Background: an optimization exercise with open tools, aiming at small area. Do not read the settings as production practice. In this exercise RTL edits were held to simulation tests only and were not proved equivalent to the original. No activity file was given, so power comes from the tool's default toggle rates.

===== design/flow/design.v =====
module regfile_mp_rdport #(
  parameter int DATA_W   = 32,
  parameter int ADDR_W   = 6,
  parameter int ZERO_REG = 1
) (
  input  logic              clock,
  input  logic              reset_n,
  input  logic              rd_en,
  input  logic [ADDR_W-1:0] addr,
  input  logic              wr_en,
  input  logic [ADDR_W-1:0] wr_addr,
  input  logic [DATA_W-1:0] wr_data,
  input  logic [DATA_W-1:0] mem_data,
  output logic [DATA_W-1:0] data
);
  logic [DATA_W-1:0] data_q, data_d;
  always_comb begin
    data_d = data_q;
    if (rd_en) begin
      if (ZERO_REG != 0 && addr == '0)
        data_d = '0;
      else if (wr_en && wr_addr == addr)
        data_d = wr_data;
      else
        data_d = mem_data;
    end
  end
  always_ff @(posedge clock) begin
    if (!reset_n) data_q <= '0;
    else          data_q <= data_d;
  end
  assign data = data_q;
endmodule
module regfile_mp #(
  parameter int DATA_W   = 32,
  parameter int ADDR_W   = 6,
  parameter int ZERO_REG = 1
) (
  input  logic              clock,
  input  logic              reset_n,
  input  logic              read,
  input  logic              write,
  input  logic [ADDR_W-1:0] rs,
  input  logic [ADDR_W-1:0] rt,
  input  logic [ADDR_W-1:0] rd,
  input  logic [DATA_W-1:0] datain,
  output logic [DATA_W-1:0] rs_out,
  output logic [DATA_W-1:0] rt_out,
  output logic              busy
);
  localparam int DEPTH    = 1 << ADDR_W;
  localparam int NUM_PORT = 2;
  typedef enum logic {CLEAR, READY} state_t;
  state_t            state_q, state_d;
  logic [ADDR_W-1:0] ptr_q, ptr_d;
  logic              ready;
  logic [DATA_W-1:0] mem_q [DEPTH];
  logic              mem_we;
  logic [ADDR_W-1:0] mem_wa;
  logic [DATA_W-1:0] mem_wd;
  logic [NUM_PORT-1:0][ADDR_W-1:0] port_addr;
  logic [NUM_PORT-1:0][DATA_W-1:0] port_data;
  always_ff @(posedge clock) begin
    if (!reset_n) begin
      state_q <= CLEAR;
      ptr_q   <= '0;
    end else begin
      state_q <= state_d;
      ptr_q   <= ptr_d;
    end
  end
  always_comb begin
    state_d = state_q;
    ptr_d   = ptr_q;
    case (state_q)
      CLEAR: begin
        ptr_d = ptr_q + ADDR_W'(1);
        if (ptr_q == '1) state_d = READY;
      end
      READY:   state_d = READY;
      default: state_d = CLEAR;
    endcase
  end
  always_comb begin
    busy  = (state_q == CLEAR);
    ready = (state_q == READY);
  end
  always_comb begin
    mem_we = 1'b0;
    mem_wa = rd;
    mem_wd = datain;
    if (busy) begin
      mem_we = reset_n;
      mem_wa = ptr_q;
      mem_wd = '0;
    end else if (write && !(ZERO_REG != 0 && rd == '0)) begin
      mem_we = reset_n;
    end
  end
  always_ff @(posedge clock) begin
    if (mem_we) mem_q[mem_wa] <= mem_wd;
  end
  assign port_addr[0] = rs;
  assign port_addr[1] = rt;
  for (genvar g = 0; g < NUM_PORT; g++) begin : g_port
    regfile_mp_rdport #(
      .DATA_W  (DATA_W),
      .ADDR_W  (ADDR_W),
      .ZERO_REG(ZERO_REG)
    ) u_port (
      .clock   (clock),
      .reset_n (reset_n),
      .rd_en   (read && ready),
      .addr    (port_addr[g]),
      .wr_en   (write && ready),
      .wr_addr (rd),
      .wr_data (datain),
      .mem_data(mem_q[port_addr[g]]),
      .data    (port_data[g])
    );
  end
  assign rs_out = port_data[0];
  assign rt_out = port_data[1];
endmodule

===== design/flow/run.sh =====
#!/bin/bash
# synth_recipe.tcl (not shown) runs the flow's synth.tcl, then flattens the netlist and writes it again
# the make line also repeats each setting of config.mk as NAME=value (left out here)
make -C /OpenROAD-flow-scripts/flow DESIGN_CONFIG=/design/flow/config.mk WORK_HOME=/design/flow/orfs CLKGATE_MAP_FILE= SYNTH_SCRIPT=/design/flow/synth_recipe.tcl finish

===== design/flow/config.mk =====
export PLATFORM = sky130hd
export DESIGN_NAME = regfile_mp
export DESIGN_NICKNAME = regfile_mp
export VERILOG_FILES = /design/flow/design.v
export SDC_FILE = /design/flow/constraint.sdc
export NUM_CORES = 4
export LEC_CHECK = 0
export CAP_MARGIN = 20
export CORE_MARGIN = 2
export CORE_UTILIZATION = 40
export SLEW_MARGIN = 20

===== design/flow/constraint.sdc =====
create_clock -name core_clock -period 5.0 [get_ports {clock}]
set_input_delay 1.0000 -clock core_clock [delete_from_list [all_inputs] [get_ports {clock}]]
set_output_delay 1.0000 -clock core_clock [all_outputs]
set_load 0.01 [all_outputs]

==> impl_metrics.tcl <==
set metrics [dict create \
    track_usage 0.2674 \
    wl_met2_um 150700 \
    cts_buffers 216 \
    critPathMaxStageDelay_ns 0.69 \
    slew_viol_final 0 \
    vias 62580 \
    grt_max_degree 85 \
    fin_setup_tns_ns 0 \
    end_kind "flip-flop" \
    critPathKind "reg2reg" \
    synth_cell_types 57 \
    crit_start "state_q$_SDFF_PN0_" \
    antenna_found_initial 19 \
    rows 183 \
    topRoutingLayerUsed "met5" \
    cts_tree "built" \
    swShare 0.2257 \
    grt_pass1_wl_um 483100 \
    instances_no_fill 9581 \
    hold_viol 0 \
    multi_input_area_um2 35260 \
    syn_nets 5906 \
    drive_gt1_frac 0.2415 \
    outcome "complete, no violations" \
    fin_util 0.4599 \
    drt-vias-per-instance 6.532 \
    combPwrFrac 0.064 \
    hold_path.class "reg2reg" \
    area_delta_synth_final_pct 14.37 \
    wl_um 347900 \
    post-route-min-period_ns 3.608 \
    intPower_uw 29340 \
    yosysSeqAreaShare 0.6299 \
    cp_data_arrival_time_ns 4.07 \
    yosys-top-cells-area "edfxtp_1 62%, mux4_2 14%, mux2i_1 9.9%" \
    reg2reg_from "state_q$_SDFF_PN0_" \
    synth_flop_cell "edfxtp_1" \
    portBuffers 118 \
    ys_top_cells_by_count "2048 x edfxtp_1, 988 x mux2i_1, 637 x mux4_2, 285 x a22oi_1, 214 x nand2_1" \
    clock_skew_ns 0.04628 \
    pin_count 119 \
    overflow 0 \
    switchingPower_uw 8550 \
    first_global_vias 61150 \
    dieArea_um2 253700 \
    power.density_nw_per_um2 331.7 \
    cp-start-kind "flip-flop" \
    syn_area_per_cell_um2 17.07 \
    gp_congestion 0.9069 \
    worst_path_max_delay_cell "dfxtp_2" \
    clock_sinks 2119 \
    ir_drop_mv 0.4128 \
    ctsRootBufferMaster "clkbuf_16" \
    pwr-share-seq 0.508 \
    route.met3.wl_um 44640 \
    worstHoldStart "ptr_q[1]$_SDFFE_PN0N_" \
    async_reset_ff_frac 0 \
    p_leak_uw 0.04255 \
    syn_inst 5851 \
    synth_edf_count 2048 \
    crit_required_ns 5.47 \
    finalCritPeriodShare 0.7216 \
    tightestPinTransition_ns 1.136 \
    first_pass_iters 6 \
    fp.dieH_um 503.7 \
    seq_area_um2 62920 \
    crit_fanout 32 \
    antenna_left 0 \
    dp.cells 9165 \
    dp_hpwl_um 216500 \
    clockBufferDepth 3 \
    synth_top_area_frac 0.6157 \
    syn_area_um2 99890 \
    cts_resized 0 \
    yosysMostFrequentCell "edfxtp_1" \
    die_w_um 503.7 \
    initial_core_util 0.4021 \
    ctsHoldBuffers 0 \
    yosysTopAreaCell "edfxtp_1" \
    clkPwrFrac 0.429 \
    first_iter_violations 9098 \
    rsz0062_at_grt "false" \
    cts.clk_slew.worst_paths_ns 0.07 \
    post_cts_buffers 0 \
    routedWlPerCell_um 36.31 \
    htree_levels 4 \
    path_cells "clkinv_1, o32ai_1, nand2_1, nor2_4, buf_4" \
    coreArea_um2 248400 \
    timing.fmax_mhz 277.2 \
    ys_ff_latch 2119 \
    m1WireLength_um 138400 \
    fillers 20980 \
    yosys_warnings 2 \
    nets 6109 \
    clock_latency_ns 0.88 \
    slew_headroom 0.2426 \
    drc 0 \
    finalSetupViolCount 0 \
    cap_viol_max_count 0 \
]
power by group through the flow:
stage                     combinational, uW  clock [uW]  sequential [uW]
after global routing                   2460       17100            19200
final                                  2410       16200            19200
after detailed placement               2350           0            19600
after floorplan                        1410           0            19600
after global placement                 2350           0            19600
after CTS                              2350       16400            19200
routing by layer:
layer  track usage  vias up
met5             0        -
met3       0.08233      698
met4       0.09856       12
li1              -    24770
met2        0.3875     4178
met1        0.3782    32920
registers in the layout (all words and copies together) (netlist names):
register and count:
state_q 1, mem_q 2048, g_port.u_port.data_q 64, ptr_q 6
critical path: cells and delay by family, from the launching register on:
family	cells	cell delay [ns]
compound gates	1	0.47
buf+inv	2	1.07
flops	1	0.69
simple gates	2	0.87
final cells by class:
class | instances | share of cell area
Antenna cell | 11 | 0.0002409
Clock buffer | 266 | 0.05071
Clock inverter | 138 | 0.01082
Inverter | 6 | 0.0001971
Multi-Input combinational cell | 3260 | 0.3086
Sequential cell | 2119 | 0.5508
Tap cell | 3330 | 0.03647
Timing Repair Buffer | 451 | 0.04217
per-stage QoR:
stage | hold slack [ns] | setup slack (ns) | total power (uW) | instance area [um2]
6_report | 0.5202 | 1.392 | 37890 | 114200
4_1_cts | 0.4965 | 1.415 | 37980 | 114200
3_3_place_gp | 0.5067 | 0.7353 | 21960 | 107200
5_1_grt | 0.5553 | 1.374 | 38770 | 114200
2_1_floorplan | 0.4809 | 1.130 | 21020 | 99890
3_5_place_dp | 0.5133 | 0.7198 | 21970 | 107200
final timing paths:
kind / end / slack [ns] / cells past startpoint
worst max-delay path: mem_q[43][17]$_DFFE_PP_ / 1.39 / 5
worst min-delay path: ptr_q[1]$_SDFFE_PN0N_ / 0.52 / 2
worst max register to register: mem_q[43][17]$_DFFE_PP_ / 1.39 / 5
worst min register to register: ptr_q[1]$_SDFFE_PN0N_ / 0.52 / 2
kinds of logic (layout without fill, tap and decap cells):
logic type      after synthesis  after routing  share of synthesized area
compound gates              751            751                    0.05377
xor+xnor                     15             15                   0.001315
fa+ha+maj                     1              1                  0.0001252
buf+inv                     472            861                    0.02407
flops                      2119           2119                     0.6299
mux                        1708           1708                     0.2530
other cells                   0             11                          0
simple gates                785            785                    0.03778
cells in the final DEF, fill, tap and decap left out, types with 69 or more instances in the layout:
cell type / instances
buf_4: 244
buf_12: 89
mux4_2: 637
a22oi_1: 285
edfxtp_1: 2048
dfxtp_1: 70
nand2_1: 213
o21ai_0: 115
mux2_2: 76
clkbuf_16: 224
a21oi_1: 86
nand3_1: 169
clkdlybuf4s50_1: 108
nor2_4: 69
mux2i_1: 988
nor2_1: 82

[static timing again, ports no longer ideal]
No port has a modelled driver above. Below, the same layout with a new extraction and two added sets of constraints. Step 1: set_driving_cell puts a clkbuf_16 on clock and a buf_2 on each other input, an assumption about the parent block. Step 2 times the ports against the registers' clock, not the clock port: input delays grow and output delays shrink by t, the midpoint of the rising clock arrivals with the driver on. Three values: no drivers, after step 1, after step 2; two values: the first two.
t (ns): 0.953
slack for setup (ns): 1.392 / 1.326 / 0.647
slew at the worst register clock pin (ns): 0.07 / 0.07
pins driven straight from the clock port: 1
After both steps setup and hold are still met in this run. The setup slack of this run moves by -0.066 ns with the drivers and by -0.745 ns with both steps.
